What follows belongs to an exercise in optimizing a design on an open flow for small area and a short achievable clock period; a production flow would make more cautious choices. At most, simulation tests tie the RTL to the original design; equivalence was not proved. For runs 2, 4 and 5, only the layout was checked, not whether the RTL still works. No activity file was given, so power comes from the tool's default toggle rates.

===== flow/flow/run.sh =====
#!/bin/bash
# Own layout flow: the standard synthesis unchanged, then the standard
# ORFS steps with a few resizer and clock-tree settings changed:
#  - the resizer may swap a cell for any cell of the same function, not only
#    one with the same footprint (so port buffers and delay cells can become
#    plain buffers of the right size);
#  - ports are buffered with buf_4 instead of the default choice;
#  - clock-tree sink clusters of up to 25 sinks within 70 um, no dummy loads.
# Each step's full output goes to a log file in this folder.
set -euo pipefail
bash standard.sh synth > synth.log 2>&1
bash standard.sh \
  MATCH_CELL_FOOTPRINT=0 \
  "BUFFER_PORTS_ARGS=-buffer_cell sky130_fd_sc_hd__buf_4" \
  "CTS_ARGS=-sink_clustering_enable -repair_clock_nets -sink_clustering_size 25 -sink_clustering_max_diameter 70 -dont_use_dummy_load" \
  finish > layout.log 2>&1

===== flow/standard.sh =====
#!/bin/bash
# synth_recipe.tcl (not shown) runs the flow's synth.tcl, then flattens the netlist and writes it again
# the make line also repeats each setting of config.mk as NAME=value (left out here)
make -C /OpenROAD-flow-scripts/flow DESIGN_CONFIG=/design/flow/config.mk WORK_HOME=/design/flow/orfs CLKGATE_MAP_FILE= SYNTH_SCRIPT=/design/flow/synth_recipe.tcl "${@:-finish}"

===== flow/config.mk =====
export PLATFORM = sky130hd
export DESIGN_NAME = BackEnd
export DESIGN_NICKNAME = BackEnd
export VERILOG_FILES = /design/flow/design.v
export SDC_FILE = /design/flow/constraint.sdc
export NUM_CORES = 4
export LEC_CHECK = 0
export ABC_AREA = 1
export CAP_MARGIN = 20
export CORE_MARGIN = 2
export CORE_UTILIZATION = 50
export CTS_CLUSTER_DIAMETER = 70
export CTS_CLUSTER_SIZE = 25
export PLACE_DENSITY = 0.7
export SETUP_SLACK_MARGIN = 2.5
export SLEW_MARGIN = 20
export SYNTH_MEMORY_MAX_BITS = 16384

===== flow/constraint.sdc =====
create_clock -name core_clock -period 5.0 [get_ports {Clock}]
set_input_delay 1.0000 -clock core_clock [delete_from_list [all_inputs] [get_ports {Clock}]]
set_output_delay 1.0000 -clock core_clock [all_outputs]
set_load 0.01 [all_outputs]

===== flow/design.v =====
`default_nettype none
package BackEndPkg;
    localparam int DataMemWords = 64;
    localparam int DataMemAddrBits = $clog2(DataMemWords);
    localparam logic [31:0] LinkOffset = 32'd8;
    typedef enum logic [3:0] {
        AluAdd  = 4'd0,
        AluSub  = 4'd1,
        AluAnd  = 4'd2,
        AluOr   = 4'd3,
        AluXor  = 4'd4,
        AluNor  = 4'd5,
        AluSlt  = 4'd6,
        AluSltu = 4'd7,
        AluSll  = 4'd8,
        AluSrl  = 4'd9,
        AluSra  = 4'd10,
        AluLui  = 4'd11
    } AluOp;
    typedef enum logic [1:0] {
        SelWord = 2'd0,
        SelHalf = 2'd1,
        SelByte = 2'd2
    } ByteSel;
    typedef enum logic [1:0] {
        WbAlu  = 2'd0,
        WbMem  = 2'd1,
        WbLink = 2'd2
    } WbSrc;
    typedef struct packed {
        AluOp        Op;
        logic [31:0] OperandA;
        logic [31:0] OperandB;
        logic [31:0] StoreData;
        logic [31:0] Pc;
        logic [4:0]  RegDest;
        logic        RegWrite;
        logic        MemRead;
        logic        MemWrite;
        logic        SignedLoad;
        ByteSel      Width;
        WbSrc        Source;
    } IssueBundle;
    typedef struct packed {
        logic [31:0] AluResult;
        logic [31:0] StoreData;
        logic [31:0] Pc;
        logic [4:0]  RegDest;
        logic        RegWrite;
        logic        MemRead;
        logic        MemWrite;
        logic        SignedLoad;
        ByteSel      Width;
        WbSrc        Source;
    } ExMemBundle;
    typedef struct packed {
        logic [31:0] AluResult;
        logic [31:0] LoadData;
        logic [31:0] Pc;
        logic [4:0]  RegDest;
        logic        RegWrite;
        WbSrc        Source;
    } MemWbBundle;
    typedef struct packed {
        logic        Enable;
        logic [4:0]  Dest;
        logic [31:0] Data;
    } RegWritePort;
endpackage
`default_nettype wire
`default_nettype none
module BackEnd (
    input  wire logic         Clock,
    input  wire logic         rst,
    input  wire logic [144:0] Issue,
    input  wire logic         IssueValid,
    output wire logic [37:0]  WriteBack
);
    localparam int Words = BackEndPkg::DataMemWords;
    BackEndPkg::IssueBundle iss;
    assign iss = Issue;
    logic [31:0] opA, opB;
    assign opA = iss.OperandA;
    assign opB = iss.OperandB;
    logic        subtract;
    logic [31:0] addB;
    logic [31:0] sum;
    logic        carryIn;
    assign subtract = iss.Op[0];
    assign addB     = opB ^ {32{subtract}};
    assign {sum, carryIn} = {opA, 1'b1} + {addB, subtract};
    logic signedCompare;
    logic lessThan;
    assign signedCompare = iss.Op == BackEndPkg::AluSlt;
    assign lessThan = {opA[31] ^ signedCompare, opA[30:0]} < {opB[31] ^ signedCompare, opB[30:0]};
    logic [4:0]  shamt;
    logic [31:0] shl, shr;
    logic [31:0] logicValue;
    assign shamt = opB[4:0];
    assign shl   = opA << shamt;
    assign shr   = 32'($signed({iss.Op[1] & opA[31], opA}) >>> shamt);
    always_comb begin
        case (iss.Op)
            BackEndPkg::AluOr:   logicValue = opA | opB;
            BackEndPkg::AluXor:  logicValue = opA ^ opB;
            BackEndPkg::AluNor:  logicValue = ~(opA | opB);
            BackEndPkg::AluSll:  logicValue = shl;
            BackEndPkg::AluSrl:  logicValue = shr;
            BackEndPkg::AluSra:  logicValue = shr;
            BackEndPkg::AluLui:  logicValue = {opB[15:0], 16'd0};
            default:             logicValue = opA & opB;
        endcase
    end
    logic useSum, useLess;
    assign useSum  = iss.Op == BackEndPkg::AluAdd || iss.Op == BackEndPkg::AluSub;
    assign useLess = iss.Op == BackEndPkg::AluSlt || iss.Op == BackEndPkg::AluSltu;
    logic [7:0] addressSum, addressDiff;
    assign addressSum  = opA[7:0] + opB[7:0];
    assign addressDiff = opA[7:0] - opB[7:0];
    logic [7:0] address;
    always_comb begin
        if (iss.Op == BackEndPkg::AluAdd)
            address = addressSum;
        else if (iss.Op == BackEndPkg::AluSub)
            address = addressDiff;
        else if (useLess)
            address = 8'd0;
        else
            address = logicValue[7:0];
    end
    logic        accept;
    logic        isLoad, isStore, isLink, isWord, isHalf, isByte;
    logic [1:0]  lane;
    logic [31:0] storeLanes;
    logic [31:0] otherValue;
    logic [Words-1:0] wordSel;
    assign accept  = IssueValid & ~rst;
    assign isLoad  = iss.MemRead;
    assign isStore = iss.MemWrite;
    assign isLink  = iss.Source == BackEndPkg::WbLink;
    assign isWord  = iss.Width == BackEndPkg::SelWord;
    assign isHalf  = iss.Width == BackEndPkg::SelHalf;
    assign isByte  = iss.Width == BackEndPkg::SelByte;
    assign lane    = address[1:0];
    always_comb begin
        case (iss.Width)
            BackEndPkg::SelHalf: storeLanes = {2{iss.StoreData[15:0]}};
            BackEndPkg::SelByte: storeLanes = {4{iss.StoreData[7:0]}};
            default:             storeLanes = iss.StoreData;
        endcase
    end
    always_comb begin
        if (isStore)
            otherValue = storeLanes;
        else if (isLink)
            otherValue = iss.Pc + BackEndPkg::LinkOffset;
        else
            otherValue = logicValue;
    end
    always_comb begin
        for (int w = 0; w < Words; w++)
            wordSel[w] = address[7:2] == 6'(w);
    end
    logic       selSum, selOther, selLess;
    logic       selHiLane;
    always_comb begin
        selSum    = ~isLoad & ~isLink & useSum;
        selLess   = ~isLoad & ~isLink & useLess;
        selOther  = ~isLoad & ~selSum & ~selLess;
        selHiLane = isLoad & isWord;
    end
    function automatic logic [15:0] decodeLane(input logic [1:0] ln, input logic load,
                                               input logic byteWide, input logic halfWide,
                                               input logic signedLoad);
        logic [3:0] laneWrite, sel0Lane, signLane;
        logic       sel1Lane1, sel1Lane3, fill1, fillHi;
        if (halfWide)
            laneWrite = ln[1] ? 4'b1100 : 4'b0011;
        else if (byteWide)
            laneWrite = 4'b0001 << ln;
        else
            laneWrite = 4'b1111;
        sel0Lane   = load ? (4'b0001 << ln) : 4'b0000;
        sel1Lane1  = load & ~byteWide & ~ln[1];
        sel1Lane3  = load & ~byteWide & ln[1];
        if (load & signedLoad & byteWide)
            signLane = 4'b0001 << ln;
        else if (load & signedLoad & halfWide)
            signLane = ln[1] ? 4'b1000 : 4'b0010;
        else
            signLane = 4'b0000;
        fill1      = load & byteWide;
        fillHi     = load & (byteWide | halfWide);
        decodeLane = {laneWrite, sel0Lane, sel1Lane1, sel1Lane3, signLane, fill1, fillHi};
    endfunction
    logic [15:0] laneDec, laneDecLess0, laneDecLess1, laneDecAddr;
    assign laneDecLess0 = decodeLane(2'd0, isLoad, isByte, isHalf, iss.SignedLoad);
    assign laneDecLess1 = decodeLane(2'd1, isLoad, isByte, isHalf, iss.SignedLoad);
    assign laneDecAddr  = decodeLane(lane, isLoad, isByte, isHalf, iss.SignedLoad);
    assign laneDec      = !useLess ? laneDecAddr : lessThan ? laneDecLess1 : laneDecLess0;
    logic [31:0]      mSum, mOther;
    logic             mLess;
    logic [Words-1:0] mWordSel;
    logic [3:0]       mLaneWrite;
    logic             mEnable;
    logic [4:0]       mDest;
    logic             mSelSum, mSelOther, mSelLess;
    logic             mSelHiLane;
    logic [3:0]       mSel0Lane;
    logic             mSel1Lane1, mSel1Lane3;
    logic [3:0]       mSignLane;
    logic             mFill1, mFillHi;
    always_ff @(posedge Clock) begin
        mLaneWrite  <= (accept & isStore) ? laneDec[15:12] : 4'b0000;
        mEnable     <= accept & iss.RegWrite & (iss.RegDest != 5'd0);
        mSum        <= sum;
        mOther      <= otherValue;
        mLess       <= lessThan;
        mWordSel    <= wordSel;
        mDest       <= iss.RegDest;
        mSelSum     <= selSum;
        mSelOther   <= selOther;
        mSelLess    <= selLess;
        mSelHiLane  <= selHiLane;
        {mSel0Lane, mSel1Lane1, mSel1Lane3, mSignLane, mFill1, mFillHi} <= laneDec[11:0];
    end
    logic [Words*32-1:0] memBits;
    always_ff @(posedge Clock) begin
        for (int w = 0; w < Words; w++) begin
            for (int l = 0; l < 4; l++) begin
                if (mWordSel[w] & mLaneWrite[l])
                    memBits[w*32 + l*8 +: 8] <= mOther[l*8 +: 8];
            end
        end
    end
    logic [31:0] readWord;
    always_comb begin
        readWord = 32'd0;
        for (int w = 0; w < Words; w++)
            readWord = readWord | ({32{mWordSel[w]}} & memBits[w*32 +: 32]);
    end
    logic [Words-1:0] wordSign;
    logic             sign;
    always_comb begin
        for (int w = 0; w < Words; w++)
            wordSign[w] = |(mSignLane & {memBits[w*32 + 31], memBits[w*32 + 23],
                                         memBits[w*32 + 15], memBits[w*32 + 7]});
    end
    assign sign = |(mWordSel & wordSign);
    logic [7:0]  r0, r1, r2, r3;
    logic [31:0] base, wbData;
    assign {r3, r2, r1, r0} = readWord;
    assign base = ({32{mSelSum}} & mSum) | ({32{mSelOther}} & mOther)
                | {31'd0, mSelLess & mLess};
    always_comb begin
        wbData[7:0]   = base[7:0]
                      | ({8{mSel0Lane[0]}} & r0) | ({8{mSel0Lane[1]}} & r1)
                      | ({8{mSel0Lane[2]}} & r2) | ({8{mSel0Lane[3]}} & r3);
        wbData[15:8]  = base[15:8]
                      | ({8{mSel1Lane1}} & r1) | ({8{mSel1Lane3}} & r3) | {8{mFill1 & sign}};
        wbData[23:16] = base[23:16] | ({8{mSelHiLane}} & r2) | {8{mFillHi & sign}};
        wbData[31:24] = base[31:24] | ({8{mSelHiLane}} & r3) | {8{mFillHi & sign}};
    end
    logic        wEnable;
    logic [4:0]  wDest;
    logic [31:0] wData;
    always_ff @(posedge Clock) begin
        wEnable <= mEnable & ~rst;
        wDest   <= mDest;
        wData   <= wbData;
    end
    BackEndPkg::RegWritePort writeBackPort;
    assign writeBackPort.Enable = wEnable;
    assign writeBackPort.Dest   = wDest;
    assign writeBackPort.Data   = wData;
    assign WriteBack = writeBackPort;
endmodule
`default_nettype wire

==> results of run 1 <==
==> layout make-up <==
class | count | area share
timing repair inverter | 1 | 0.000104
timing repair buffer | 668 | 0.0614
antenna | 17 | 0.000394
clock buffer | 117 | 0.0271
tap | 2495 | 0.0289
sequential | 2241 | 0.608
inverter | 641 | 0.0232
multi-input combinational | 4796 | 0.251
==> path summary, 6_finish.rpt <==
kind              depth (start not counted)          from  slack (ns)  endpoint
hold / removal                            0      mDest[1]        0.32  wDest[1]
hold reg to reg                           0      mDest[1]        0.32  wDest[1]
setup / recovery                         10  mWordSel[45]        2.20  wData[5]
setup reg to reg                         10  mWordSel[45]        2.20  wData[5]
==> sequential cells by signal (all words and copies together) (netlist names) <==
| signal | cells |
|---|---|
| wData | 32 |
| mSel1Lane1 | 1 |
| mLess | 1 |
| mSel0Lane | 4 |
| mFillHi | 1 |
| mSignLane | 4 |
| mSum | 32 |
| memBits | 2048 |
| mSel1Lane3 | 1 |
| mSelSum | 1 |
| wEnable | 1 |
| mSelHiLane | 1 |
| mSelLess | 1 |
| mEnable | 1 |
| mOther | 32 |
| mSelOther | 1 |
| mDest | 5 |
| mWordSel | 64 |
| wDest | 5 |
| mFill1 | 1 |
| mLaneWrite | 4 |
==> Yosys cell counts, types with 103 or more instances <==
library cell,number,area (um^2)
a21oi_1,215,1080
a221oi_1,180,1580
a22o_1,206,1800
buf_1,103,387
clkbuf_1,277,1040
dfxtp_1,193,3860
edfxtp_1,2048,61500
ha_1,132,1650
inv_1,628,2360
nand2_1,2379,8930
nand3_1,310,1550
nand4_1,282,1760
nor2_1,360,1350
o21ai_0,198,991
==> power by group through the flow <==
stage,Combinational (mW),Sequential [mW],Clock (mW)
after floorplan,1.91,21.9,0
after global placement,4.32,21.9,0
after detailed placement,4.34,21.9,0
after CTS,4.92,21.4,9.76
after global routing,5.69,21.4,10.4
final,5.59,21.4,9.90
==> logic make-up (layout without fill, tap and decap cells) <==
group	count (synthesis)	after routing	share of synthesized area
multiplexers	4	4	0.000426
other	0	17	0
AO/OA/AOI/OAI	1063	1063	0.0788
AND/OR/NAND/NOR	3515	3519	0.157
buffers and inverters	1061	1427	0.0439
XOR/XNOR	76	76	0.00708
flip-flops	2241	2241	0.695
adder cells (fa/ha/maj)	134	134	0.0180
==> per-layer routing <==
layer | part of all wire | wire length, um | up-vias | global-route usage
li1 | - | - | 29259 | -
met1 | 0.34 | 133000 | 34761 | 0.501
met2 | 0.43 | 165000 | 6251 | 0.583
met3 | 0.15 | 59700 | 1539 | 0.142
met4 | 0.079 | 30800 | 36 | 0.231
met5 | 0.0017 | 668 | - | 0.00744
==> worst reg2reg max path, delay by kind of cell (launching register included) <==
kind	cells	cell delay, ns
buf+inv	1	0.17
flops	1	0.41
simple gates	7	1.72
compound gates	2	0.28
==> repair_timing <==
action / CTS / global route
gates cloned: 5 / 10
setup buffers: 149 / 109
setup endpoints to repair: 170 / 132
hold buffers: 0 / 0
pin swaps: 68 / 164
gates resized for setup: 399 / 302
==> reports/qor.txt, run 1 <==
Area growth, synth to finish = 14.8%
Mean Syn Cell Area = 11.6 um^2
Crit Path Category = reg -> reg
Worst min-delay path class = reg -> reg
Pint = 26.9 mW
Boundary Pins = 186
Final Instance Count excl. Fillers = 10,976
Die Ht = 438 um
Dpl hpwl = 259 mm
Combinational Power Share = 0.152
Layout cell share with drive strength beyond 1 = 0.161
Remaining global-route overflow = 0
Crit share post-route = 0.560
Core area = 187,000 um^2
Layout Utilization = 0.576
Fillcell total = 15,277
Critical Path Fanout Max = 5
Vias per inst = 6.55
Sequential fraction of the synthesis area = 0.695
CTS root buffer = clkbuf_16
Fin. Hold Viols = 0
Power Density = 342 nW/um^2
DIE AREA = 192,000 um^2
CTS tree = built
Die W = 438 um
Synthesized area = 94,100 um^2
Post-synthesis async set-or-reset flop share = 0
Worst-Skew Late Latency = 0.88 ns
Clk pwr share = 0.268
CP startpoint kind = register
CP arrival = 3.45 ns
Crit-path leading delay family = simple AND/OR/NAND/NOR gates
Library cells used by synthesis = 65
Initial antenna violation count = 29
Hold_ws = 0.324 ns
Cell mode on critical path = nand4_1
CTS clk-pin slew, worst paths = 0.08 ns
Fin worst setup slack = 2.20 ns
Multi-input logic area = 27,100 um^2
Placed cell areas = 99,100 um^2
Gpl congestion = 1.09
First-pass GRT wire length = 523 mm
Post-DRT Antenna Nets = 0
CTS Sinks = 2,241
Worst slew margin = 0.186
Setup violations, final = 0
Post-synth EDFFs = 2,048
Switch Pwr = 9.97 mW
Vias = 71,846
Critical Path End Type = register
Highest clock rate = 357 MHz
Final WL = 389 mm
Rows = 159
RSZ-0062 raised after global routing = true
Crit-path cells = nand2_1 > nand2_2 > a221oi_2 > nand4_1 > nor2_1 > nand4_1 > nor2_4 > o22ai_2 > nand3b_1 > buf_6
Post-Synthesis Cells = 8,094
Maxcap violations = 0
Number of CTS-inserted buffers = 117
GR Util All Layers = 0.395
Design area = 108,000 um^2
Critical Path RT = 5.65 ns
Worst Path Buf+Inv = 1
Sequential Power Share = 0.580
Port bufs = 185
Power Total = 36.9 mW
Minimum clock period = 2.80 ns
Commonest non-fill, non-tap cell in the layout = nand2_1
CTS H-tree lvls = 3
WL/cell = 35.5 um
Setup WS pre-CTS = 1.07 ns
Initial Util = 0.502
Max rail drop VDD = 0.323 mV
Layout net count = 8,748
Worst Tran Pin Value = 1.22 ns
Syn Nets = 8,376
Placed cell count = 10,569
Worst path slowest cell = dfxtp_4
Status = no timing/DRC/antenna violations
DRT iter0 DRCs = 13,765
Max-slew violations = 0
Synth Warn # = 1
CTS max path bufs = 3
Synth Register Bits = 2,241
DRT Pass-1 Iters = 14
Setup TNS Final = 0 ns
Lkg Pwr = 39.2 nW
Largest net degree at the start of global routing = 66
DRC = 0
Vias in the first global route = 66,248
Skew final = 0.172 ns
Switching part of the total power = 0.270
Reg area = 65,700 um^2
Crit-path max cell delay = 0.41 ns
Commonest non-fill, non-tap cells in the layout = 2,322 x nand2_1, 2,048 x edfxtp_1, 604 x inv_1, 514 x buf_4, 296 x nor2_1
Main synth FF type = edfxtp_1
==> run 2, diff against run 1 <==
--- a/flow/design.v
+++ b/flow/design.v
@@ -87,5 +87,5 @@
     logic [31:0] sum;
     logic        carryIn;
-    assign subtract = iss.Op[0];
+    assign subtract = iss.Op == BackEndPkg::AluSub;
     assign addB     = opB ^ {32{subtract}};
     assign {sum, carryIn} = {opA, 1'b1} + {addB, subtract};
@@ -201,5 +201,5 @@
     logic [31:0]      mSum, mOther;
     logic             mLess;
-    logic [Words-1:0] mWordSel;
+    logic [Words-1:0] mWordSelLo, mWordSelHi;
     logic [3:0]       mLaneWrite;
     logic             mEnable;
@@ -217,5 +217,6 @@
         mOther      <= otherValue;
         mLess       <= lessThan;
-        mWordSel    <= wordSel;
+        mWordSelLo  <= wordSel & {Words{isLoad}};
+        mWordSelHi  <= wordSel & {Words{isLoad | isStore}};
         mDest       <= iss.RegDest;
         mSelSum     <= selSum;
@@ -229,5 +230,5 @@
         for (int w = 0; w < Words; w++) begin
             for (int l = 0; l < 4; l++) begin
-                if (mWordSel[w] & mLaneWrite[l])
+                if (mWordSelHi[w] & mLaneWrite[l])
                     memBits[w*32 + l*8 +: 8] <= mOther[l*8 +: 8];
             end
@@ -238,5 +239,5 @@
         readWord = 32'd0;
         for (int w = 0; w < Words; w++)
-            readWord = readWord | ({32{mWordSel[w]}} & memBits[w*32 +: 32]);
+            readWord = readWord | ({{16{mWordSelHi[w]}}, {16{mWordSelLo[w]}}} & memBits[w*32 +: 32]);
     end
     logic [Words-1:0] wordSign;
@@ -247,5 +248,5 @@
                                          memBits[w*32 + 15], memBits[w*32 + 7]});
     end
-    assign sign = |(mWordSel & wordSign);
+    assign sign = |(mWordSelLo & wordSign);
     logic [7:0]  r0, r1, r2, r3;
     logic [31:0] base, wbData;
--- a/flow/config.mk
+++ b/flow/config.mk
@@ -9,8 +9,8 @@
 export CAP_MARGIN = 20
 export CORE_MARGIN = 2
-export CORE_UTILIZATION = 50
+export CORE_UTILIZATION = 40
 export CTS_CLUSTER_DIAMETER = 70
 export CTS_CLUSTER_SIZE = 25
-export PLACE_DENSITY = 0.7
+export PLACE_DENSITY = 0.6
 export SETUP_SLACK_MARGIN = 2.5
 export SLEW_MARGIN = 20
==> reports/qor.txt, run 2 <==
Syn Nets = 8,545 (was 8,376)
Main synth FF type = edfxtp_1 (unchanged)
DRT Pass-1 Iters = 9 (was 14)
Synth Area in Simple Gates = 0.159 (was 0.157)
Design area = 114,000 um^2 (was 108,000 um^2)
Boundary Pins = 186 (unchanged)
Hold path depth = 1 (was 0)
Post-Synth XOR/XNOR Area = 0.00712 (was 0.00708)
Crit-path leading delay family = simple AND/OR/NAND/NOR gates (unchanged)
Yosys top cell by area = edfxtp_1 (unchanged)
Mux contribution to synthesized area = 0.000730 (was 0.000426)
Max rail drop VDD = 0.294 mV (was 0.323 mV)
Synth area leaders = edfxtp_1 64%, nand2_1 9.3%, dfxtp_1 5.4% (was edfxtp_1 65%, nand2_1 9.5%, dfxtp_1 4.1%)
Hold-fix buffers, CTS = 0 (unchanged)
Power Density = 337 nW/um^2 (was 342 nW/um^2)
Cell mode on critical path = nand4_1 (unchanged)
CP startpoint kind = register (unchanged)
Worst min-delay path class = in -> reg (was reg -> reg)
Largest registers = memBits (2048), mWordSelHi (64), mWordSelLo (64) (was memBits (2048), mWordSel (64))
Highest clock rate = 349 MHz (was 357 MHz)
Setup TNS Final = 0 ns (unchanged)
Setup violations, final = 0 (unchanged)
Reg with most FFs = memBits (unchanged)
Synth Register Bits = 2,305 (was 2,241)
Mean Syn Cell Area = 11.6 um^2 (about the same)
Initial Util = 0.403 (was 0.502)
Core area = 238,000 um^2 (was 187,000 um^2)
Vias in the first global route = 67,124 (was 66,248)
Compound-Gate Fraction of Synth Area = 0.0784 (was 0.0788)
Maxcap violations = 0 (unchanged)
Routing usage on met3 = 0.0986 (was 0.142)
Worst reg2reg setup slack = 2.13 ns (was 2.20 ns)
Sequential fraction of the synthesis area = 0.694 (was 0.695)
Worst path slowest cell = nor4_4 (was dfxtp_4)
WL/cell = 36.5 um (was 35.5 um)
Commonest non-fill, non-tap cells in the layout = 2,239 x nand2_1, 2,048 x edfxtp_1, 590 x inv_1, 566 x buf_4, 286 x nor2_1 (was 2,322 x nand2_1, 2,048 x edfxtp_1, 604 x inv_1, 514 x buf_4, 296 x nor2_1)
Library cells used by synthesis = 67 (was 65)
GRT busiest layer = met2 (unchanged)
Post-synthesis async set-or-reset flop share = 0 (unchanged)
Largest family of logic cells by synthesized area = simple AND/OR/NAND/NOR gates (unchanged)
Gpl congestion = 1.05 (was 1.09)
Post-DRT Antenna Nets = 0 (unchanged)
RSZ-0062 raised after global routing = true (unchanged)
CTS Sinks = 2,305 (was 2,241)
Fin. Hold Viols = 0 (unchanged)
DIE AREA = 244,000 um^2 (was 192,000 um^2)
GR Util All Layers = 0.343 (was 0.395)
Vias per inst = 6.20 (was 6.55)
Worst Tran Pin Value = 1.20 ns (was 1.22 ns)
Crit-path cells = buf_6 > a22o_1 > inv_1 > nand4_1 > nor4_4 > nand4_1 > o21ai_2 > nand3_2 (was nand2_1 > nand2_2 > a221oi_2 > nand4_1 > nor2_1 > nand4_1 > nor2_4 > o22ai_2 > nand3b_1 > buf_6)
M1 GR Usage = 0.447 (was 0.501)
GRT met2 Usage = 0.503 (was 0.583)
Vias = 73,845 (was 71,846)
CTS tree = built (unchanged)
Remaining global-route overflow = 0 (unchanged)
Post-Synthesis Cells = 8,263 (was 8,094)
CP arrival = 3.52 ns (was 3.45 ns)
Crit-path max cell delay = 0.66 ns (was 0.41 ns)
CTS root buffer = clkbuf_16 (unchanged)
First-pass GRT wire length = 571 mm (was 523 mm)
DRC = 0 (unchanged)
Crit share post-route = 0.574 (was 0.560)
Top-area cell type share of the netlist area = 0.641 (was 0.654)
Area growth, synth to finish = 18.7% (was 14.8%)
Crit Path Category = reg -> reg (unchanged)
Final WL = 435 mm (was 389 mm)
Commonest non-fill, non-tap cell in the layout = nand2_1 (unchanged)
Layout net count = 9,029 (was 8,748)
Critical Path Fanout Max = 14 (was 5)
Die Ht = 494 um (was 438 um)
Minimum clock period = 2.87 ns (was 2.80 ns)
Critical Path End Type = register (unchanged)
Rows = 179 (was 159)
Initial antenna violation count = 27 (was 29)
Worst Path Buf+Inv = 2 (was 1)
CP Depth = 8 (was 10)
Post-synth EDFFs = 2,048 (unchanged)
Number of CTS-inserted buffers = 134 (was 117)
Max-slew violations = 0 (unchanged)
Die W = 494 um (was 438 um)
Worst Reg-to-Reg Cells = 8 (was 10)
Count leader, synth = nand2_1 (unchanged)
Dpl hpwl = 297 mm (was 259 mm)
Synthesized area = 96,000 um^2 (was 94,100 um^2)
DRT iter0 DRCs = 12,591 (was 13,765)
CTS max path bufs = 3 (unchanged)
Layout cell share with drive strength beyond 1 = 0.207 (was 0.161)
Synth Warn # = 1 (unchanged)
Worst slew margin = 0.196 (was 0.186)
Skew final = 0.0852 ns (was 0.172 ns)
Critical Path RT = 5.65 ns (about the same)
Post-synthesis adder-cell area fraction = 0.0176 (was 0.0180)
Max reg flops = 2,048 (unchanged)
CTS clk-pin slew, worst paths = 0.06 ns (was 0.08 ns)
Port bufs = 185 (unchanged)
Worst-Skew Late Latency = 0.85 ns (was 0.88 ns)
CTS H-tree lvls = 4 (was 3)
Placed cell areas = 102,000 um^2 (was 99,100 um^2)
Post-synth top cells = 2,388 x nand2_1, 2,048 x edfxtp_1, 622 x inv_1, 420 x nor2_1, 348 x nand3_1 (was 2,379 x nand2_1, 2,048 x edfxtp_1, 628 x inv_1, 360 x nor2_1, 310 x nand3_1)
Status = no timing/DRC/antenna violations (unchanged)
Lkg Pwr = 41.5 nW (was 39.2 nW)
Largest net degree at the start of global routing = 66 (unchanged)
[run 2: cell count changes after synthesis, moves of 36 or more]
cell,change
nand3_1,+38
buf_1,-40
a221oi_1,+36
a22o_1,+46
dfxtp_1,+64
clkbuf_1,+47
nor2_1,+60
[run 2: where the power goes]
group | total (mW) | internal, mW | switching (mW) | leakage (nW)
Sequential | 21.9 | 21.6 | 0.338 | 19.8
Clock | 10.9 | 4.77 | 6.16 | 1.65
Combinational | 5.61 | 1.75 | 3.85 | 20.0
[run 2: final cells by class]
cell class                      count  area [um^2]
Fill cell                       21360       124000
Sequential cell                  2305        67000
Multi-Input combinational cell   4891        29500
Timing Repair Buffer              773         7560
Tap cell                         3167         3960
Clock buffer                      134         3350
Inverter                          638         2530
Timing Repair inverter              4         48.8
Antenna cell                        7         17.5
[run 2: worst paths after layout]
check / startpoint / to
setup / recovery: mWordSelLo[36] / wData[0]
setup reg to reg: mWordSelLo[36] / wData[0]
hold / removal: Issue[11] / mDest[3]
hold reg to reg: mDest[4] / wDest[4]
[run 2: routing by layer]
layer  part of all wire  routed length, um  vias to the layer above
li1                   -                  -                    30060
met1               0.36             158000                    36692
met2               0.42             184000                     5783
met3               0.13              57900                     1282
met4              0.080              35000                       28
met5            0.00052                227                        -
[run 2: what timing repair did]
| action | in CTS | in global routing |
|---|---|---|
| pin swaps | 192 | 276 |
| cloned | 15 | 10 |
| setup endpoints to repair | 266 | 233 |
| buffers inserted | 137 | 140 |
| resized for setup | 756 | 604 |
[run 2: kinds of logic (layout without fill, tap and decap cells)]
family | after synthesis | count (layout)
AOI/OAI and AO/OA | 1043 | 1043
xor gates and xnor gates | 78 | 78
adders and majority gates | 134 | 134
buffers and inverters | 1071 | 1549
DFF | 2305 | 2305
muxes | 7 | 7
other | 0 | 7
and+or+nand+nor | 3625 | 3629
[run 2: stage by stage]
stage	worst slack [ns]	hold slack (ns)	power, mW	util	instances
global placement	0.971	0.310	26.5	0.429	11476
detailed placement	0.946	0.314	26.5	0.429	11476
finish	2.13	0.293	38.4	0.478	11919
CTS	2.22	0.233	37.6	0.462	11762
floorplan	1.62	0.310	24.1	-	8263
global route	2.20	0.264	39.1	0.478	11913
==> run 3, diff against run 2 <==
--- a/flow/design.v
+++ b/flow/design.v
@@ -201,5 +201,5 @@
     logic [31:0]      mSum, mOther;
     logic             mLess;
-    logic [Words-1:0] mWordSelLo, mWordSelHi;
+    logic [Words-1:0] mWordSel;
     logic [3:0]       mLaneWrite;
     logic             mEnable;
@@ -217,6 +217,5 @@
         mOther      <= otherValue;
         mLess       <= lessThan;
-        mWordSelLo  <= wordSel & {Words{isLoad}};
-        mWordSelHi  <= wordSel & {Words{isLoad | isStore}};
+        mWordSel    <= wordSel;
         mDest       <= iss.RegDest;
         mSelSum     <= selSum;
@@ -230,5 +229,5 @@
         for (int w = 0; w < Words; w++) begin
             for (int l = 0; l < 4; l++) begin
-                if (mWordSelHi[w] & mLaneWrite[l])
+                if (mWordSel[w] & mLaneWrite[l])
                     memBits[w*32 + l*8 +: 8] <= mOther[l*8 +: 8];
             end
@@ -239,5 +238,5 @@
         readWord = 32'd0;
         for (int w = 0; w < Words; w++)
-            readWord = readWord | ({{16{mWordSelHi[w]}}, {16{mWordSelLo[w]}}} & memBits[w*32 +: 32]);
+            readWord = readWord | ({32{mWordSel[w]}} & memBits[w*32 +: 32]);
     end
     logic [Words-1:0] wordSign;
@@ -248,5 +247,5 @@
                                          memBits[w*32 + 15], memBits[w*32 + 7]});
     end
-    assign sign = |(mWordSelLo & wordSign);
+    assign sign = |(mWordSel & wordSign);
     logic [7:0]  r0, r1, r2, r3;
     logic [31:0] base, wbData;
==> flow/flow/run.sh (replaced) <==
#!/bin/bash
# Own layout flow: the standard synthesis unchanged, then the standard
# ORFS steps with a few resizer and clock-tree settings changed:
#  - the resizer may swap a cell for any cell of the same function, not only
#    one with the same footprint (so port buffers and delay cells can become
#    plain buffers of the right size);
#  - ports are buffered with buf_2 instead of the default choice;
#  - clock-tree sink clusters of up to 20 sinks within 50 um, each driven
#    by a clkbuf_8, no dummy loads.
# Each step's full output goes to a log file in this folder.
set -euo pipefail
bash standard.sh synth > synth.log 2>&1
bash standard.sh \
  MATCH_CELL_FOOTPRINT=0 \
  "BUFFER_PORTS_ARGS=-buffer_cell sky130_fd_sc_hd__buf_2" \
  "CTS_ARGS=-sink_clustering_enable -repair_clock_nets -sink_clustering_size 20 -sink_clustering_max_diameter 50 -sink_clustering_buffer sky130_fd_sc_hd__clkbuf_8 -dont_use_dummy_load" \
  finish > layout.log 2>&1
==> reports/qor.txt, run 3 <==
Reg with most FFs = memBits (unchanged)
Max rail drop VDD = 0.385 mV (was 0.294 mV)
Critical Path Fanout Max = 3 (was 14)
Fin. Hold Viols = 0 (unchanged)
CP arrival = 3.54 ns (was 3.52 ns)
Minimum clock period = 2.81 ns (was 2.87 ns)
Worst-Skew Late Latency = 0.86 ns (was 0.85 ns)
Syn Nets = 8,008 (was 8,545)
Highest clock rate = 356 MHz (was 349 MHz)
Fillcell total = 20,496 (was 21,360)
Synth Area in Simple Gates = 0.153 (was 0.159)
Area growth, synth to finish = 18.3% (was 18.7%)
Max reg flops = 2,048 (unchanged)
Compound-Gate Fraction of Synth Area = 0.0693 (was 0.0784)
Mux contribution to synthesized area = 0.000326 (was 0.000730)
Fin worst setup slack = 2.19 ns (was 2.13 ns)
Number of CTS-inserted buffers = 198 (was 134)
Layout cell share with drive strength beyond 1 = 0.209 (was 0.207)
First-pass GRT wire length = 505 mm (was 571 mm)
Synth Register Bits = 2,241 (was 2,305)
Post-Synth XOR/XNOR Area = 0.00703 (was 0.00712)
DIE AREA = 234,000 um^2 (was 244,000 um^2)
Lkg Pwr = 39.6 nW (was 41.5 nW)
Count leader, synth = nand2_1 (unchanged)
Layout Utilization = 0.475 (was 0.478)
Dpl hpwl = 246 mm (was 297 mm)
Largest registers = memBits (2048), mWordSel (64) (was memBits (2048), mWordSelHi (64), mWordSelLo (64))
CTS clk-pin slew, worst paths = 0.10 ns (was 0.06 ns)
Synth area leaders = edfxtp_1 67%, nand2_1 9.4%, dfxtp_1 4.2% (was edfxtp_1 64%, nand2_1 9.3%, dfxtp_1 5.4%)
Crit share post-route = 0.562 (was 0.574)
Vias in the first global route = 62,877 (was 67,124)
Worst slew margin = 0.0832 (was 0.196)
Core area = 229,000 um^2 (was 238,000 um^2)
RSZ-0062 raised after global routing = true (unchanged)
Largest net degree at the start of global routing = 66 (unchanged)
Die W = 484 um (was 494 um)
Critical Path End Type = register (unchanged)
CTS root buffer = clkbuf_16 (unchanged)
Post-Synthesis Cells = 7,726 (was 8,263)
Post-synth top cells = 2,298 x nand2_1, 2,048 x edfxtp_1, 603 x inv_1, 325 x nand4_1, 303 x nor2_1 (was 2,388 x nand2_1, 2,048 x edfxtp_1, 622 x inv_1, 420 x nor2_1, 348 x nand3_1)
Top-area cell type share of the netlist area = 0.667 (was 0.641)
CTS H-tree lvls = 4 (unchanged)
Post-synth EDFFs = 2,048 (unchanged)
Final WL = 375 mm (was 435 mm)
Synthesized area = 92,100 um^2 (was 96,000 um^2)
Initial antenna violation count = 25 (was 27)
DRT Pass-1 Iters = 8 (was 9)
CP startpoint kind = register (unchanged)
Setup WS pre-CTS = 0.941 ns (was 0.946 ns)
Commonest non-fill, non-tap cell in the layout = nand2_1 (unchanged)
Gpl congestion = 0.995 (was 1.05)
Crit Path Category = reg -> reg (unchanged)
Post-synthesis adder-cell area fraction = 0.0184 (was 0.0176)
GR Util All Layers = 0.308 (was 0.343)
DRT iter0 DRCs = 11,328 (was 12,591)
CTS tree = built (unchanged)
Initial Util = 0.402 (was 0.403)
Worst min-delay path class = reg -> reg (was in -> reg)
Post-synthesis async set-or-reset flop share = 0 (unchanged)
Synth Warn # = 1 (unchanged)
Maxcap violations = 0 (unchanged)
Mean Syn Cell Area = 11.9 um^2 (was 11.6 um^2)
Sequential fraction of the synthesis area = 0.709 (was 0.694)
Main synth FF type = edfxtp_1 (unchanged)
Setup violations, final = 0 (unchanged)
Setup TNS Final = 0 ns (unchanged)
Die Ht = 484 um (was 494 um)
Yosys top cell by area = edfxtp_1 (unchanged)
Power Density = 340 nW/um^2 (was 337 nW/um^2)
Library cells used by synthesis = 62 (was 67)
Remaining global-route overflow = 0 (unchanged)
Commonest non-fill, non-tap cells in the layout = 2,171 x nand2_1, 2,048 x edfxtp_1, 575 x inv_1, 425 x buf_4, 325 x nand4_1 (was 2,239 x nand2_1, 2,048 x edfxtp_1, 590 x inv_1, 566 x buf_4, 286 x nor2_1)
Max-slew violations = 0 (unchanged)
Layout net count = 8,626 (was 9,029)
Boundary Pins = 186 (unchanged)
Worst Tran Pin Value = 1.37 ns (was 1.20 ns)
Largest family of logic cells by synthesized area = simple AND/OR/NAND/NOR gates (unchanged)
Post-DRT Antenna Nets = 0 (unchanged)
CTS Sinks = 2,241 (was 2,305)
Reg area = 65,600 um^2 (was 67,000 um^2)
DRC = 0 (unchanged)
Rows = 176 (was 179)
Port bufs = 185 (unchanged)
Status = no timing/DRC/antenna violations (unchanged)
Vias = 68,053 (was 73,845)
CTS max path bufs = 3 (unchanged)
Vias per inst = 5.98 (was 6.20)
Skew final = 0.137 ns (was 0.0852 ns)
Critical Path RT = 5.73 ns (was 5.65 ns)
Multi-input logic area = 26,700 um^2 (was 29,500 um^2)
WL/cell = 33.0 um (was 36.5 um)
-- run 3: metrics by stage --
stage	instances	cell area, um^2	power [mW]	hold WS [ns]
global route	11370	109000	37.8	0.304
floorplan	7726	92700	23.7	0.310
CTS	11205	105000	36.2	0.271
detailed placement	10773	97600	26.1	0.313
finish	11378	109000	37.1	0.327
global placement	10773	97600	26.1	0.310
-- run 3: area by class of cell --
cell class              instances  area share
diodes                         10    0.000230
clock buffers                 198      0.0268
inverters                     617      0.0228
multi-input cells            4485       0.245
flip-flops and latches       2241       0.602
well taps                    3026      0.0347
repair buffers                795      0.0679
repair inverters                6    0.000551
-- run 3: per-layer routing --
layer,vias to the layer above,wire (um),part of all wire,global-route usage
li1,28379,-,-,-
met1,33889,144000,0.38,0.432
met2,4941,160000,0.43,0.452
met3,820,51400,0.14,0.0809
met4,24,19000,0.051,0.132
met5,-,152,0.00041,0
-- run 3: cell families after synthesis --
kind of cell / count (synthesis)
simple gates: 3352
buf+inv: 1006
compound gates: 916
fa+ha+maj: 134
mux: 3
xor+xnor: 74
flops: 2241
-- run 3: worst paths after layout --
check | start | cells after the start | endpoint | slack [ns]
setup / recovery | mWordSel[15] | 10 | wData[0] | 2.19
hold / removal | mDest[3] | 0 | wDest[3] | 0.33
setup reg to reg | mWordSel[15] | 10 | wData[0] | 2.19
hold reg to reg | mDest[3] | 0 | wDest[3] | 0.33
-- run 3: timing repair --
| action | 4_1_cts | 5_1_grt |
|---|---|---|
| gates cloned | 15 | 12 |
| buffers inserted | 219 | 151 |
| hold buffers | 0 | 0 |
| endpoints found under the setup margin | 187 | 154 |
| pin swaps | 195 | 255 |
| resized for setup | 554 | 531 |
-- run 3: where the power goes --
part           switching (mW)  internal, mW  leakage [nW]
registers               0.251          21.1          19.3
logic                    4.15          1.83          18.7
clock network            5.92          3.84          1.51
-- run 3: critical path, stage by stage, from the launching register on --
cell     delay [ns]
dfxtp_4        0.42
buf_12         0.17
nand2_1        0.05
nand4_1        0.25
a21oi_1        0.21
nand4_1        0.25
nor4_4         0.30
nand4_1        0.47
o21ai_2        0.32
buf_6          0.20
nand3_4        0.11
==> run 4, diff against run 3 <==
--- a/flow/design.v
+++ b/flow/design.v
@@ -83,11 +83,8 @@
     assign opA = iss.OperandA;
     assign opB = iss.OperandB;
-    logic        subtract;
-    logic [31:0] addB;
-    logic [31:0] sum;
-    logic        carryIn;
-    assign subtract = iss.Op == BackEndPkg::AluSub;
-    assign addB     = opB ^ {32{subtract}};
-    assign {sum, carryIn} = {opA, 1'b1} + {addB, subtract};
+    logic [31:0] sumAdd, sumSub, sum;
+    assign sumAdd = opA + opB;
+    assign sumSub = opA - opB;
+    assign sum    = iss.Op == BackEndPkg::AluSub ? sumSub : sumAdd;
     logic signedCompare;
     logic lessThan;
==> flow/flow/run.sh (replaced) <==
#!/bin/bash
# Own layout flow: the standard synthesis unchanged, then the standard
# ORFS steps with a few resizer and clock-tree settings changed:
#  - the resizer may swap a cell for any cell of the same function, not only
#    one with the same footprint (so port buffers and delay cells can become
#    plain buffers of the right size);
#  - ports are buffered with buf_4 instead of the default choice;
#  - clock-tree sink clusters of up to 25 sinks within 70 um, no dummy loads.
# Each step's full output goes to a log file in this folder.
set -euo pipefail
bash standard.sh synth > synth.log 2>&1
bash standard.sh \
  MATCH_CELL_FOOTPRINT=0 \
  "BUFFER_PORTS_ARGS=-buffer_cell sky130_fd_sc_hd__buf_4" \
  "CTS_ARGS=-sink_clustering_enable -repair_clock_nets -sink_clustering_size 25 -sink_clustering_max_diameter 70 -dont_use_dummy_load" \
  finish > layout.log 2>&1
==> reports/qor.txt, run 4 <==
Syn Nets = 8,497 (was 8,008)
Layout Utilization = 0.481 (was 0.475)
Critical Path RT = 5.74 ns (was 5.73 ns)
Rows = 178 (was 176)
Layout cell share with drive strength beyond 1 = 0.200 (was 0.209)
Vias = 74,493 (was 68,053)
Commonest non-fill, non-tap cell in the layout = nand2_1 (unchanged)
Power Density = 343 nW/um^2 (was 340 nW/um^2)
Placed cell areas = 101,000 um^2 (was 97,600 um^2)
Layout net count = 9,065 (was 8,626)
Highest clock rate = 294 MHz (was 356 MHz)
Crit Path Category = in -> reg (was reg -> reg)
RSZ-0062 raised after global routing = true (unchanged)
Crit-path cells = buf_12 > buf_12 > nor2_8 > nand2_4 > nor3_4 > nand2_1 > nor2_2 > nand3_2 > nand2_2 > o21ai_4 > a21oi_4 > buf_4 > o21ai_2 > xor2_2 > ha_4 > nand2_4 > nor3_2 > nand2_1 > o211ai_1 > buf_4 > a21oi_2 > or2_1 > nand2_1 (was buf_12 > nand2_1 > nand4_1 > a21oi_1 > nand4_1 > nor4_4 > nand4_1 > o21ai_2 > buf_6 > nand3_4)
Synthesized area = 94,700 um^2 (was 92,100 um^2)
Remaining global-route overflow = 0 (unchanged)
Number of CTS-inserted buffers = 139 (was 198)
Largest net degree at the start of global routing = 66 (unchanged)
Worst reg2reg setup slack = 1.99 ns (was 2.19 ns)
Critical Path End Type = register (unchanged)
Vias per inst = 6.24 (was 5.98)
Lkg Pwr = 41.3 nW (was 39.6 nW)
First-pass GRT wire length = 606 mm (was 505 mm)
Initial antenna violation count = 23 (was 25)
Dpl hpwl = 306 mm (was 246 mm)
Post-synth EDFFs = 2,048 (unchanged)
Hold path depth = 1 (was 0)
GR Util All Layers = 0.371 (was 0.308)
Gpl congestion = 1.04 (was 0.995)
Cell mode on critical path = nand2_1 (was nand4_1)
Synth Warn # = 1 (unchanged)
Worst-Skew Late Latency = 0.88 ns (was 0.86 ns)
Post-synthesis async set-or-reset flop share = 0 (unchanged)
Synth area leaders = edfxtp_1 65%, nand2_1 9.3%, dfxtp_1 4.1% (was edfxtp_1 67%, nand2_1 9.4%, dfxtp_1 4.2%)
Post-Synthesis Cells = 8,214 (was 7,726)
CTS root buffer = clkbuf_16 (unchanged)
Commonest non-fill, non-tap cells in the layout = 2,186 x nand2_1, 2,048 x edfxtp_1, 747 x inv_1, 596 x buf_4, 335 x nor2_1 (was 2,171 x nand2_1, 2,048 x edfxtp_1, 575 x inv_1, 425 x buf_4, 325 x nand4_1)
Setup TNS Final = 0 ns (unchanged)
Max-slew violations = 0 (unchanged)
Critical R2R Launch = mWordSel[6] (was mWordSel[15])
Top-area cell type share of the netlist area = 0.650 (was 0.667)
Worst slew margin = 0.209 (was 0.0832)
Final WL = 464 mm (was 375 mm)
Main synth FF type = edfxtp_1 (unchanged)
Setup violations, final = 0 (unchanged)
Hold-fix buffers, CTS = 0 (unchanged)
Max rail drop VDD = 0.377 mV (was 0.385 mV)
CP startpoint kind = primary input (was register)
Design area = 113,000 um^2 (was 109,000 um^2)
Post-synth top cells = 2,339 x nand2_1, 2,048 x edfxtp_1, 779 x inv_1, 432 x nor2_1, 281 x nand4_1 (was 2,298 x nand2_1, 2,048 x edfxtp_1, 603 x inv_1, 325 x nand4_1, 303 x nor2_1)
Crit share post-route = 0.680 (was 0.562)
DIE AREA = 241,000 um^2 (was 234,000 um^2)
Fin. Hold Viols = 0 (unchanged)
Sequential fraction of the synthesis area = 0.690 (was 0.709)
Worst Tran Pin Value = 1.18 ns (was 1.37 ns)
Crit-path max cell delay = 0.33 ns (was 0.47 ns)
Worst min-delay path class = in -> reg (was reg -> reg)
Post-DRT Antenna Nets = 0 (unchanged)
Synth Register Bits = 2,241 (unchanged)
CTS clk-pin slew, worst paths = 0.08 ns (was 0.10 ns)
CP arrival = 4.14 ns (was 3.54 ns)
Yosys top cell by area = edfxtp_1 (unchanged)
Vias in the first global route = 68,442 (was 62,877)
Largest registers = memBits (2048), mWordSel (64) (unchanged)
Mean Syn Cell Area = 11.5 um^2 (was 11.9 um^2)
CTS tree = built (unchanged)
Area growth, synth to finish = 19.5% (was 18.3%)
Die W = 490 um (was 484 um)
Count leader, synth = nand2_1 (unchanged)
CTS Sinks = 2,241 (unchanged)
WL/cell = 38.9 um (was 33.0 um)
Worst Reg-to-Reg Cells = 8 (was 10)
Placed cell count = 11,416 (was 10,773)
Critical Path Fanout Max = 4 (was 3)
DRT iter0 DRCs = 14,010 (was 11,328)
Max reg flops = 2,048 (unchanged)
Critical path endpoint = mSum[31] (was wData[0])
Final Instance Count excl. Fillers = 11,940 (was 11,378)
DRC = 0 (unchanged)
Reg with most FFs = memBits (unchanged)
Library cells used by synthesis = 63 (was 62)
Minimum clock period = 3.40 ns (was 2.81 ns)
Boundary Pins = 186 (unchanged)
Die Ht = 490 um (was 484 um)
Maxcap violations = 0 (unchanged)
CTS max path bufs = 3 (unchanged)
CTS H-tree lvls = 4 (unchanged)
Skew final = 0.171 ns (was 0.137 ns)
DRT Pass-1 Iters = 9 (was 8)
Core area = 235,000 um^2 (was 229,000 um^2)
Status = no timing/DRC/antenna violations (unchanged)
Critical Path Start = Issue[79] (was mWordSel[15])
Port bufs = 185 (unchanged)
Initial Util = 0.403 (was 0.402)
Reg-to-Reg End = wData[5] (was wData[0])
Worst path slowest cell = ha_4 (was nand4_1)
run 4: cell count changes in the layout (fill, tap and decap cells not counted), moves of 63 or more:
cell       delta
buf_2       -152
inv_1       +172
nor2_1      +143
clkbuf_8    -180
a22o_1       +63
buf_4       +171
clkbuf_16   +122
run 4: worst min path at each step:
stage | startpoint | endpoint
final | Issue[11] | mDest[3]
after detailed placement | mDest[1] | wDest[1]
after global placement | mDest[0] | wDest[0]
after floorplan | mDest[0] | wDest[0]
after CTS | Issue[11] | mDest[3]
after global routing | Issue[11] | mDest[3]
run 4: critical path: cells and delay by family:
family	cells	cell delay, ns
compound gates	5	0.53
xor+xnor	1	0.17
buf+inv	4	0.53
simple gates	12	1.58
fa+ha+maj	1	0.33
run 4: per-layer routing:
layer	up-vias	wire, um	GRT usage
met4	20	32500	0.196
met1	37273	171000	0.499
met2	6074	193000	0.537
met3	1181	67600	0.115
li1	29945	-	-
met5	-	419	0.00853
run 4: repair_timing:
action	4_1_cts	5_1_grt
setup buffers	211	146
pin swaps	205	302
gates resized for setup	607	549
endpoints found under the setup margin	419	181
gates cloned	6	12
run 4: power breakdown:
part           internal (mW)  leakage (nW)  total [mW]  switching [mW]
logic                   1.91          20.2        6.35            4.43
registers               21.1          19.4        21.4           0.334
clock network           4.93          1.71        11.0            6.11
total                   27.9          41.3        38.8            10.9
run 4: metrics by stage:
stage	power, mW	setup slack [ns]	hold WS [ns]
4_1_cts	37.9	1.55	0.260
3_3_place_gp	26.6	0.449	0.310
2_1_floorplan	23.8	1.12	0.310
5_1_grt	39.4	1.49	0.291
3_5_place_dp	26.6	0.491	0.312
6_report	38.8	1.60	0.315
run 4: cells by family after synthesis:
| group | Yosys count | share of synthesized area |
|---|---|---|
| simple gates | 3411 | 0.149 |
| mux | 5 | 0.000529 |
| xor+xnor | 71 | 0.00657 |
| compound gates | 1146 | 0.0865 |
| buf+inv | 1205 | 0.0488 |
| fa+ha+maj | 135 | 0.0181 |
| flops | 2241 | 0.690 |
run 4: final cells by class:
class	count	area (um^2)
antenna	10	25.0
clock buffer	139	3480
fill	21176	122000
inverter	793	3090
multi-input combinational	4770	28600
sequential	2241	65700
tap	3150	3940
timing repair buffer	836	8300
timing repair inverter	1	11.3
==> run 5, diff against run 4 <==
--- a/flow/design.v
+++ b/flow/design.v
@@ -83,8 +83,11 @@
     assign opA = iss.OperandA;
     assign opB = iss.OperandB;
-    logic [31:0] sumAdd, sumSub, sum;
-    assign sumAdd = opA + opB;
-    assign sumSub = opA - opB;
-    assign sum    = iss.Op == BackEndPkg::AluSub ? sumSub : sumAdd;
+    logic        subtract;
+    logic [31:0] addB;
+    logic [31:0] sum;
+    logic        carryIn;
+    assign subtract = iss.Op == BackEndPkg::AluSub;
+    assign addB     = opB ^ {32{subtract}};
+    assign {sum, carryIn} = {opA, 1'b1} + {addB, subtract};
     logic signedCompare;
     logic lessThan;
@@ -246,24 +249,37 @@
     assign sign = |(mWordSel & wordSign);
     logic [7:0]  r0, r1, r2, r3;
-    logic [31:0] base, wbData;
+    logic [31:0] base;
     assign {r3, r2, r1, r0} = readWord;
     assign base = ({32{mSelSum}} & mSum) | ({32{mSelOther}} & mOther)
                 | {31'd0, mSelLess & mLess};
-    always_comb begin
-        wbData[7:0]   = base[7:0]
-                      | ({8{mSel0Lane[0]}} & r0) | ({8{mSel0Lane[1]}} & r1)
-                      | ({8{mSel0Lane[2]}} & r2) | ({8{mSel0Lane[3]}} & r3);
-        wbData[15:8]  = base[15:8]
-                      | ({8{mSel1Lane1}} & r1) | ({8{mSel1Lane3}} & r3) | {8{mFill1 & sign}};
-        wbData[23:16] = base[23:16] | ({8{mSelHiLane}} & r2) | {8{mFillHi & sign}};
-        wbData[31:24] = base[31:24] | ({8{mSelHiLane}} & r3) | {8{mFillHi & sign}};
-    end
     logic        wEnable;
     logic [4:0]  wDest;
+    logic [31:0] wBase, wRead;
+    logic [3:0]  wSel0Lane;
+    logic        wSel1Lane1, wSel1Lane3, wSelHiLane;
+    logic        wFill1, wFill2, wFill3;
+    always_ff @(posedge Clock) begin
+        wEnable    <= mEnable & ~rst;
+        wDest      <= mDest;
+        wBase      <= base;
+        wRead      <= readWord;
+        wSel0Lane  <= mSel0Lane;
+        wSel1Lane1 <= mSel1Lane1;
+        wSel1Lane3 <= mSel1Lane3;
+        wSelHiLane <= mSelHiLane;
+        wFill1     <= mFill1 & sign;
+        wFill2     <= mFillHi & sign;
+        wFill3     <= mFillHi & sign;
+    end
+    logic [7:0]  q0, q1, q2, q3;
     logic [31:0] wData;
-    always_ff @(posedge Clock) begin
-        wEnable <= mEnable & ~rst;
-        wDest   <= mDest;
-        wData   <= wbData;
+    assign {q3, q2, q1, q0} = wRead;
+    always_comb begin
+        wData[7:0]   = wBase[7:0]
+                     | ({8{wSel0Lane[0]}} & q0) | ({8{wSel0Lane[1]}} & q1)
+                     | ({8{wSel0Lane[2]}} & q2) | ({8{wSel0Lane[3]}} & q3);
+        wData[15:8]  = wBase[15:8] | ({8{wSel1Lane1}} & q1) | ({8{wSel1Lane3}} & q3) | {8{wFill1}};
+        wData[23:16] = wBase[23:16] | ({8{wSelHiLane}} & q2) | {8{wFill2}};
+        wData[31:24] = wBase[31:24] | ({8{wSelHiLane}} & q3) | {8{wFill3}};
     end
     BackEndPkg::RegWritePort writeBackPort;
==> reports/qor.txt, run 5 <==
Max reg flops = 2,048 (unchanged)
Lkg Pwr = 37.7 nW (was 41.3 nW)
Fin. Hold Viols = 0 (unchanged)
WL/cell = 33.1 um (was 38.9 um)
Vias per inst = 5.98 (was 6.24)
CTS tree = built (unchanged)
Critical path endpoint = WriteBack[3] (was mSum[31])
Crit Path Category = reg -> out (was in -> reg)
Setup violations, final = 0 (unchanged)
Largest net degree at the start of global routing = 66 (unchanged)
Worst reg2reg setup slack = 2.36 ns (was 1.99 ns)
Syn Nets = 8,076 (was 8,497)
Gpl congestion = 0.997 (was 1.04)
Area growth, synth to finish = 15.5% (was 19.5%)
CTS Sinks = 2,282 (was 2,241)
Placed cell count = 10,808 (was 11,416)
Hold-fix buffers, CTS = 0 (unchanged)
RSZ-0062 raised after global routing = true (unchanged)
DRT iter0 DRCs = 10,918 (was 14,010)
Critical Path Fanout Max = 2 (was 4)
Final WL = 369 mm (was 464 mm)
Worst-Skew Late Latency = 0.83 ns (was 0.88 ns)
DIE AREA = 235,000 um^2 (was 241,000 um^2)
Reg with most FFs = memBits (unchanged)
Post-synth EDFFs = 2,048 (unchanged)
Final Instance Count excl. Fillers = 11,158 (was 11,940)
Sequential fraction of the synthesis area = 0.715 (was 0.690)
Multi-input logic area = 26,000 um^2 (was 28,600 um^2)
Crit-path max cell delay = 0.42 ns (was 0.33 ns)
Synth Warn # = 1 (unchanged)
Worst Tran Pin Value = 1.17 ns (was 1.18 ns)
Crit-path cells = a221oi_4 > nand3_2 > buf_6 (was buf_12 > buf_12 > nor2_8 > nand2_4 > nor3_4 > nand2_1 > nor2_2 > nand3_2 > nand2_2 > o21ai_4 > a21oi_4 > buf_4 > o21ai_2 > xor2_2 > ha_4 > nand2_4 > nor3_2 > nand2_1 > o211ai_1 > buf_4 > a21oi_2 > or2_1 > nand2_1)
Dpl hpwl = 252 mm (was 306 mm)
Design area = 107,000 um^2 (was 113,000 um^2)
Vias in the first global route = 62,023 (was 68,442)
Post-DRT Antenna Nets = 0 (unchanged)
CTS root buffer = clkbuf_16 (unchanged)
Worst path slowest cell = dfxtp_4 (was ha_4)
Core area = 230,000 um^2 (was 235,000 um^2)
Remaining global-route overflow = 0 (unchanged)
Yosys top cell by area = edfxtp_1 (unchanged)
Skew final = 0.137 ns (was 0.171 ns)
Crit share post-route = 0.588 (was 0.680)
Boundary Pins = 186 (unchanged)
Die W = 485 um (was 490 um)
Fillcell total = 20,709 (was 21,176)
Critical Path Start = wRead[27] (was Issue[79])
Layout cell share with drive strength beyond 1 = 0.170 (was 0.200)
Library cells used by synthesis = 59 (was 63)
Vias = 66,690 (was 74,493)
Critical Path End Type = primary output (was register)
Layout Utilization = 0.465 (was 0.481)
DRT Pass-1 Iters = 6 (was 9)
CP startpoint kind = register (was primary input)
CTS clk-pin slew, worst paths = 0.10 ns (was 0.08 ns)
Top-area cell type share of the netlist area = 0.664 (was 0.650)
Port bufs = 185 (unchanged)
Worst Reg-to-Reg Cells = 5 (was 8)
Post-Synthesis Cells = 7,794 (was 8,214)
Hold_ws = 0.328 ns (was 0.315 ns)
Worst min-delay path class = reg -> reg (was in -> reg)
Commonest non-fill, non-tap cell in the layout = nand2_1 (unchanged)
Reg area = 66,400 um^2 (was 65,700 um^2)
Reg-to-Reg End = wRead[10] (was wData[5])
Initial antenna violation count = 23 (unchanged)
Mean Syn Cell Area = 11.9 um^2 (was 11.5 um^2)
Post-synth top cells = 2,503 x nand2_1, 2,048 x edfxtp_1, 480 x inv_1, 411 x nand4_1, 306 x nand3_1 (was 2,339 x nand2_1, 2,048 x edfxtp_1, 779 x inv_1, 432 x nor2_1, 281 x nand4_1)
Rows = 176 (was 178)
Status = no timing/DRC/antenna violations (unchanged)
Max-slew violations = 0 (unchanged)
Maxcap violations = 0 (unchanged)
Post-synthesis async set-or-reset flop share = 0 (unchanged)
GR Util All Layers = 0.303 (was 0.371)
Minimum clock period = 2.94 ns (was 3.40 ns)
CTS H-tree lvls = 3 (was 4)
Synthesized area = 92,600 um^2 (was 94,700 um^2)
Synth Register Bits = 2,282 (was 2,241)
First-pass GRT wire length = 498 mm (was 606 mm)
Max rail drop VDD = 0.285 mV (was 0.377 mV)
Synth area leaders = edfxtp_1 66%, nand2_1 10%, dfxtp_1 5.1% (was edfxtp_1 65%, nand2_1 9.3%, dfxtp_1 4.1%)
Number of CTS-inserted buffers = 118 (was 139)
Setup TNS Final = 0 ns (unchanged)
Worst slew margin = 0.214 (was 0.209)
Critical Path RT = 4.00 ns (was 5.74 ns)
Power Total = 37.4 mW (was 38.8 mW)
DRC = 0 (unchanged)
Power Density = 350 nW/um^2 (was 343 nW/um^2)
Count leader, synth = nand2_1 (unchanged)
Initial Util = 0.402 (was 0.403)
Highest clock rate = 340 MHz (was 294 MHz)
Commonest non-fill, non-tap cells in the layout = 2,416 x nand2_1, 2,048 x edfxtp_1, 470 x buf_4, 444 x inv_1, 411 x nand4_1 (was 2,186 x nand2_1, 2,048 x edfxtp_1, 747 x inv_1, 596 x buf_4, 335 x nor2_1)
Fin worst setup slack = 2.06 ns (was 1.60 ns)
Critical R2R Launch = mWordSel[40] (was mWordSel[6])
Largest registers = memBits (2048), mWordSel (64) (unchanged)
Placed cell areas = 98,400 um^2 (was 101,000 um^2)
Main synth FF type = edfxtp_1 (unchanged)
CP arrival = 1.94 ns (was 4.14 ns)
Setup WS pre-CTS = 0.951 ns (was 0.491 ns)
Layout net count = 8,405 (was 9,065)
CTS max path bufs = 3 (unchanged)
Die Ht = 485 um (was 490 um)
-- run 5: cell types whose count changed after synthesis, moves of 24 or more --
cell      change
a22o_1      -110
nand3_1      +74
buf_1        -35
nor4_1       +49
nor2_1      -206
o21ai_0      -64
a221oi_1    -193
inv_1       -299
clkbuf_1     +31
dfxtp_1      +41
nand2_1     +164
a41oi_1      -24
nand4_1     +130
a21oi_1      +40
-- run 5: logic make-up after synthesis --
logic type	count (synthesis)	synth area share
fa+ha+maj	134	0.0183
buf+inv	891	0.0373
simple gates	3641	0.168
flops	2282	0.715
mux	5	0.000541
compound gates	765	0.0541
xor+xnor	76	0.00719
-- run 5: layout make-up --
type / instances / area share
inverter: 491 / 0.0188
timing repair inverter: 5 / 0.000491
multi-input combinational: 4626 / 0.243
sequential: 2282 / 0.621
timing repair buffer: 599 / 0.0529
clock buffer: 118 / 0.0276
tap: 3026 / 0.0354
antenna: 11 / 0.000257
-- run 5: how the worst min path moves through the flow --
stage	from	slack (ns)	end	depth (start not counted)
2_1_floorplan	mDest[0]	0.31	wDest[0]	0
3_3_place_gp	mSelHiLane	0.31	wSelHiLane	0
3_5_place_dp	mSelHiLane	0.31	wSelHiLane	0
4_1_cts	Issue[9]	0.32	mDest[1]	1
5_1_grt	mSelHiLane	0.33	wSelHiLane	0
6_report	mSelHiLane	0.33	wSelHiLane	0
-- run 5: critical path: cells and delay by family (launching register included) --
family | cells | cell delay [ns]
flip-flops | 1 | 0.42
buffers and inverters | 1 | 0.18
AND/OR/NAND/NOR | 1 | 0.20
AO/OA/AOI/OAI | 1 | 0.31
-- run 5: metal layers --
layer  global-route usage  routed length (um)  share of wire
met1                0.413              141000           0.38
met2                0.467              165000           0.45
met3               0.0680               43500           0.12
met4                0.127               19200          0.052
met5                    0                  92        0.00025
-- run 5: report_power, final --
part / internal [mW] / total [mW] / switching, mW
clock: 4.17 / 10.0 / 5.85
sequential: 21.5 / 22.2 / 0.651
combinational: 1.58 / 5.25 / 3.67
total: 27.3 / 37.4 / 10.2
-- run 5: repair_timing --
action                     4_1_cts  5_1_grt
resized for setup              411      407
pin swaps                       98      159
gates cloned                    17        7
setup buffers                   85      112
setup endpoints to repair      185      191

[re-timing with driven ports]
The flow's constraints put no driver on any port. The routed layouts listed below were extracted and timed again, unchanged, in two steps. Step 1, drivers: a clkbuf_16 drives Clock and a buf_2 each remaining input, both assumed. Step 2, shift: input delay + t, output delay - t, t = (earliest + latest rising clock arrival at the registers) / 2. This alone moves slack from input paths to output paths. Three values: ideal ports, drivers, drivers and shift; two values: the first two.
run	shift t [ns]	setup slack, ns	worst register clock-pin slew, ns	worst slew at a driven data input, ns
run 1	0.901	2.201 / 2.201 / 1.522	0.10 / 0.10	0.25
run 2	0.922	2.131 / 2.131 / 1.369	0.10 / 0.10	0.23
run 3	0.903	2.190 / 2.190 / 1.371	0.12 / 0.12	0.18
run 4	0.885	1.602 / 1.641 / 0.757	0.10 / 0.10	0.09
run 5	0.859	2.060 / 1.964 / 1.366	0.10 / 0.10	0.30
After both steps every run listed still meets setup and hold. For run 4, which loses most, drivers alone change the setup slack by +0.039 ns; drivers and shift together by -0.845 ns.
